Source: an optimization exercise on an open RTL-to-GDS flow (aim: small area, a short achievable clock period and few clock cycles per item). Production flows keep margins and buffers that such runs may drop. Where RTL was checked, it was by simulation tests only, not by an equivalence proof against the original. Power and IR drop assume default switching activity.

== lane 1 ==
// matmul_engine
module matmul_engine #(
  parameter int N     = 6,
  parameter int A_W   = 8,
  parameter int B_W   = 8,
  parameter int K_MAX = 16,
  parameter int ACC_W = 20,
  parameter int OUT_W = 16
) (
  input  logic                            clk,
  input  logic                            rst,
  input  logic                            start,
  output logic                            start_ready,
  input  logic [$clog2(K_MAX+1)-1:0]      k_len,
  input  logic                            in_valid,
  output logic                            in_ready,
  input  logic [N-1:0][A_W-1:0]           in_a,
  input  logic [N-1:0][B_W-1:0]           in_b,
  output logic                            out_valid,
  input  logic                            out_ready,
  output logic [N-1:0][OUT_W-1:0]         out_row,
  output logic [$clog2(N)-1:0]            out_ridx,
  output logic                            busy,
  output logic                            done
);
Settings: LEC_CHECK=0, CAP_MARGIN=20, CORE_MARGIN=2, CORE_UTILIZATION=50, CTS_CLUSTER_DIAMETER=60, CTS_CLUSTER_SIZE=24, SETUP_SLACK_MARGIN=5, SLEW_MARGIN=20, SYNTH_HIERARCHICAL=1; clock period 10.0 ns.
standard.sh (not shown) runs the stock make flow with config.mk's settings and CLKGATE_MAP_FILE= SYNTH_SCRIPT=/design/flow/synth_recipe.tcl, a recipe that flattens the netlist after the stock synthesis.
==> flow/flow/run.sh <==
#!/bin/bash
# Standard ORFS layout with three changes to how the layout is made:
#  - timing repair aims at a tighter period than the clock constraint (setup
#    margin), so the resizer works on every path longer than that target;
#  - the port buffers are sky130_fd_sc_hd__buf_4 cells (the standard flow
#    picks a delay cell), every input and output still gets its own buffer;
#  - the resizer may swap cells of a different footprint.
# Synthesis is the standard one, unchanged. Each step's log is in orfs/logs.
set -euo pipefail
MARGIN=${MARGIN:-6.3}
bash standard.sh synth > synth.log 2>&1
bash standard.sh SETUP_SLACK_MARGIN=$MARGIN MATCH_CELL_FOOTPRINT=0 \
  "BUFFER_PORTS_ARGS=-buffer_cell sky130_fd_sc_hd__buf_4" finish > layout.log 2>&1
Lane 1 finished every stage and its layout cleared the timing, design-rule and antenna checks.
Testbench counts of lane 1, summed over its fixed seeds: cycles 7,275, jobs 768.
Edits applied to the flow inputs when going from lane 1 to lane 2:
# lane 1
export LEC_CHECK = 0
export CAP_MARGIN = 20
export CORE_MARGIN = 2
export CORE_UTILIZATION = 50
export CTS_CLUSTER_DIAMETER = 60
export CTS_CLUSTER_SIZE = 24
export SETUP_SLACK_MARGIN = 5
export SLEW_MARGIN = 20
export SYNTH_HIERARCHICAL = 1
create_clock -name core_clock -period 10.0 [get_ports {clk}]
# lane 2
export LEC_CHECK = 0
export CAP_MARGIN = 20
export CORE_MARGIN = 2
export CORE_UTILIZATION = 40
export CTS_CLUSTER_DIAMETER = 60
export CTS_CLUSTER_SIZE = 24
export SETUP_SLACK_MARGIN = 5
export SLEW_MARGIN = 20
export SYNTH_HIERARCHICAL = 1
create_clock -name core_clock -period 10.0 [get_ports {clk}]
[summary]
From lane 1 to lane 2 the numbers moved as follows: cell area after synthesis about even, non-clock buffer count rose about 2.5%, layout cell share with drive strength beyond 1 fell 0.31 points, routed wirelength normalized by instance count fell 7.1%, sequential share of layout area about even.
Between lane 1 and lane 2, max-slew headroom at the worst pin is higher for lane 1, lane 2 comes in under that.
[lane 2 vs lane 1] total power: lower in lane 2
Utilization lane 1 -> lane 2: down
Diff lane 1 -> lane 2: final routed wirelength across all metal layers -2.3%; minimum setup slack among reg-to-reg paths closely matched the old numbers.
The total routing resource utilization after global routing reported for lane 2 is smaller than that of lane 1 by 6.3 points.
[inputs] lane 3 vs lane 2
-- flow/flow/run.sh --
<<< lane 2, line 10
MARGIN=${MARGIN:-6.3}
>>> lane 3, line 10
MARGIN=${MARGIN:-6.15}
- Comparing number of antenna violations at the first check in global routing for lane 3 and lane 2, the bigger number came from lane 2.
- Compared with lane 2, lane 3 improves global-route wire length before repair.
- Utilization lane 2 -> lane 3: down
- Launching element of the worst setup path = ag[1][6]: lane 2; launching element of the worst setup path = ag[0][3]: lane 3
- Summary: final instance area, lane 3 better than lane 2
- When the final numbers for lane 3 and lane 2 were put side by side, the worst reg-to-reg path cell count turned out to be smaller in lane 2.
Setup changes, lane 3 to lane 4
-- flow/flow/run.sh --
<<< lane 3, line 10
MARGIN=${MARGIN:-6.15}
>>> lane 4, line 10
MARGIN=${MARGIN:-6.45}
Findings:
- For lane 3, the start point of the critical path was ag[0][3], unlike lane 4, where it was g_out[1].u_col.q0[7].
- In the reports for lane 4 and lane 3, the smaller total via count after detailed routing belongs to lane 3.
- NOTE: power in lane 4 exceeds that of lane 3
- Compared with lane 3, lane 4 shows a higher initial antenna violation count.


== before ==
Another version of the RTL of matmul_engine (not shown whole).
Size: about 210 I/O pins.
export LEC_CHECK = 0
export CAP_MARGIN = 20
export CORE_MARGIN = 2
export CORE_UTILIZATION = 40
export SETUP_SLACK_MARGIN = 5
export SLEW_MARGIN = 20
export SYNTH_HIERARCHICAL = 1
create_clock -name core_clock -period 10.0 [get_ports {clk}]
==> flow/flow/run.sh <==
#!/bin/bash
# Standard ORFS layout with three changes to how the layout is made:
#  - timing repair aims at a tighter period than the clock constraint (setup
#    margin), so the resizer works on every path longer than that target;
#  - the port buffers are sky130_fd_sc_hd__buf_4 cells (the standard flow
#    picks a delay cell), every input and output still gets its own buffer;
#  - the resizer may swap cells of a different footprint.
# Synthesis is the standard one, unchanged. Each step's log is in orfs/logs.
set -euo pipefail
MARGIN=${MARGIN:-6.6}
bash standard.sh synth > synth.log 2>&1
bash standard.sh SETUP_SLACK_MARGIN=$MARGIN MATCH_CELL_FOOTPRINT=0 \
  "BUFFER_PORTS_ARGS=-buffer_cell sky130_fd_sc_hd__buf_4" finish > layout.log 2>&1
The following lists how after was set up differently from before:
--- a/flow/flow/run.sh
+++ b/flow/flow/run.sh
@@ -9,3 +9,3 @@
 set -euo pipefail
-MARGIN=${MARGIN:-6.6}
+MARGIN=${MARGIN:-6.9}
 bash standard.sh synth > synth.log 2>&1
==> comparison <==
- Re remaining antenna violation count: no difference whatsoever between before and after.
- The average routed wire per standard cell of after exceeds that of before by 0.17 um.
- Taking after as 1.0, before lands at 0.868 on number of buffers other than clock buffers in the final layout.
- Against before, after reports a maximum frequency that is lower.
- On setup slack of the most critical reg-to-reg path: between after and before, it ends up higher for before.
No run of this note included a check of the RTL's function; only the layout flow was run.


Another version of the RTL of matmul_engine (not shown whole).
Size: about 13000 cells after synthesis.
clock: 10.0 ns
lec_check: 0
cap_margin: 20
core_margin: 2
core_utilization: 40
setup_slack_margin: 5
slew_margin: 20
synth_hierarchical: 1
==> flow/flow/run.sh <==
#!/bin/bash
# Standard ORFS layout, with timing repair aimed at a tighter period than the
# clock constraint (setup margin), so the resizer works on every path that is
# longer than the target. Synthesis is the standard one, unchanged.
set -euo pipefail
MARGIN=${MARGIN:-6.3}
bash standard.sh synth > synth.log 2>&1
bash standard.sh SETUP_SLACK_MARGIN=$MARGIN finish > layout.log 2>&1
==> next run, changes <==
==> flow/flow/run.sh (replaced) <==
#!/bin/bash
# Standard ORFS layout with three changes to how the layout is made:
#  - timing repair aims at a tighter period than the clock constraint (setup
#    margin), so the resizer works on every path longer than that target;
#  - the port buffers are sky130_fd_sc_hd__buf_4 cells (the standard flow
#    picks a delay cell), every input and output still gets its own buffer;
#  - the resizer may swap cells of a different footprint.
# Synthesis is the standard one, unchanged. Each step's log is in orfs/logs.
set -euo pipefail
MARGIN=${MARGIN:-6.3}
bash standard.sh synth > synth.log 2>&1
bash standard.sh SETUP_SLACK_MARGIN=$MARGIN MATCH_CELL_FOOTPRINT=0 \
  "BUFFER_PORTS_ARGS=-buffer_cell sky130_fd_sc_hd__buf_4" finish > layout.log 2>&1
The new run completed with no timing, DRC or antenna violations.
Routed wire length hardly moves.
Sequential power stays flat.
Synthesized cell count does not change.
Cell count hardly moves.
Area after synthesis is unchanged.
Clock-buffer cell count falls by 1.
Setup slack improves by 0.11 ns.
Hold slack degrades by 0.037 ns.
No functional check of the RTL was part of any run of this note.


Another version of the RTL of matmul_engine (not shown whole).
For scale: about 13,000 cells after synthesis, ~210 I/O pins, about 0.14 mm² of cells after synthesis.
clock: 10.0 ns
lec_check: 0
cap_margin: 20
core_margin: 2
core_utilization: 40
place_density: 0.7
setup_slack_margin: 5
slew_margin: 20
synth_hierarchical: 1
==> flow/flow/run.sh <==
#!/bin/bash
# Standard ORFS layout with three changes to how the layout is made:
#  - timing repair aims at a tighter period than the clock constraint (setup
#    margin), so the resizer works on every path longer than that target;
#  - the port buffers are sky130_fd_sc_hd__buf_4 cells (the standard flow
#    picks a delay cell), every input and output still gets its own buffer;
#  - the resizer may swap cells of a different footprint.
# Synthesis is the standard one, unchanged. Each step's log is in orfs/logs.
set -euo pipefail
MARGIN=${MARGIN:-6.3}
bash standard.sh synth > synth.log 2>&1
bash standard.sh SETUP_SLACK_MARGIN=$MARGIN MATCH_CELL_FOOTPRINT=0 \
  "BUFFER_PORTS_ARGS=-buffer_cell sky130_fd_sc_hd__buf_4" finish > layout.log 2>&1
The starting point finished clean.
Testbench counts at the start, summed over its fixed seeds: cycles 7,275, jobs 768.
Edit:
--- a/flow/flow/run.sh
+++ b/flow/flow/run.sh
@@ -8,5 +8,5 @@
 # Synthesis is the standard one, unchanged. Each step's log is in orfs/logs.
 set -euo pipefail
-MARGIN=${MARGIN:-6.3}
+MARGIN=${MARGIN:-6.6}
 bash standard.sh synth > synth.log 2>&1
 bash standard.sh SETUP_SLACK_MARGIN=$MARGIN MATCH_CELL_FOOTPRINT=0 \
- PLACE_DENSITY: 0.7 -> not set
=>
- wire length increases by a few percent
- final area increases by a few percent
- cell count increases by a few percent
- worst setup slack improved by 0.034 ns
- sequential power barely changes
- combinational power increases by a little under a tenth
Edit:
--- a/flow/flow/run.sh
+++ b/flow/flow/run.sh
@@ -8,5 +8,5 @@
 # Synthesis is the standard one, unchanged. Each step's log is in orfs/logs.
 set -euo pipefail
-MARGIN=${MARGIN:-6.6}
+MARGIN=${MARGIN:-6.3}
 bash standard.sh synth > synth.log 2>&1
 bash standard.sh SETUP_SLACK_MARGIN=$MARGIN MATCH_CELL_FOOTPRINT=0 \
- CTS_CLUSTER_DIAMETER: not set -> 60
- CTS_CLUSTER_SIZE: not set -> 24
Result:
- final area drops by about 6%
- routed wire length drops by about 6%
- setup slack got worse by 0.014 ns
- non-clock buffer count drops by 644
- worst hold slack got worse by 0.036 ns
- sequential share of layout area climbs by 2.0 points
- via count drops by 4.0%
Edit:
- CTS_CLUSTER_DIAMETER: 60 -> not set
- CTS_CLUSTER_SIZE: 24 -> not set
Outcome:
- global-route usage is about the same
- setup slack gets worse by 0.0086 ns
- total power is higher slightly
- die area does not change
- clock-buffer cell count grows by 87
- clock power goes up by a little under a tenth
- synthesized area stays the same

## what the ideal ports hide
The flow's constraints put no driver on any port. The routed layouts listed below were extracted and timed again, unchanged, in two steps.
Step 1, drivers: a clkbuf_16 drives clk and a buf_2 each remaining input, both assumed.
Step 2 adds t to the input delays and takes it off the output delays; t is the mean of the earliest and latest rising clock arrival at the registers after step 1. Input paths then give back, and output paths get back, about the clock's delay inside the block.
a / b / c = ideal / step 1 / step 2; a / b = the first two.
| run | shift t [ns] | setup slack, ns | hold slack, ns | worst register clock-pin slew, ns | worst slew at a driven data input, ns |
|---|---|---|---|---|---|
| lane 1 | 0.998 | 6.363 / 6.330 / 5.461 | 0.418 / 0.418 / 0.418 | 0.10 / 0.10 | 0.07 |
| lane 2 | 1.004 | 6.361 / 6.331 / 5.590 | 0.381 / 0.381 / 0.381 | 0.10 / 0.10 | 0.07 |
| lane 3 | 1.013 | 6.195 / 6.195 / 5.251 | 0.413 / 0.413 / 0.413 | 0.10 / 0.10 | 0.07 |
| lane 4 | 0.998 | 6.347 / 6.237 / 5.680 | 0.364 / 0.364 / 0.364 | 0.11 / 0.11 | 0.06 |
| before | 1.056 | 6.204 / 6.158 / 5.732 | 0.415 / 0.415 / 0.415 | 0.07 / 0.07 | 0.08 |
| after | 1.039 | 6.084 / 6.084 / 6.061 | 0.383 / 0.383 / 0.383 | 0.08 / 0.08 | 0.09 |
| the first run of note 3 | 0.996 | 6.111 / 6.111 / 5.438 | 0.412 / 0.412 / 0.412 | 0.07 / 0.07 | 0.12 |
| the second run of note 3 | 1.032 | 6.217 / 6.217 / 5.571 | 0.375 / 0.375 / 0.375 | 0.07 / 0.07 | 0.09 |
| the first run of note 4 | 1.024 | 6.308 / 6.252 / 5.458 | 0.398 / 0.398 / 0.398 | 0.07 / 0.07 | 0.28 |
| the second run of note 4 | 1.062 | 6.342 / 6.222 / 5.567 | 0.416 / 0.416 / 0.416 | 0.07 / 0.07 | 0.19 |
| the third run of note 4 | 1.016 | 6.328 / 6.257 / 5.611 | 0.380 / 0.380 / 0.380 | 0.10 / 0.10 | 0.07 |
| the fourth run of note 4 | 1.018 | 6.320 / 6.274 / 5.607 | 0.355 / 0.355 / 0.355 | 0.07 / 0.07 | 0.07 |
After both steps every run listed still meets setup and hold. The setup slack of lane 3, which loses most, moves by 0.000 ns with the drivers and by -0.944 ns with both steps.
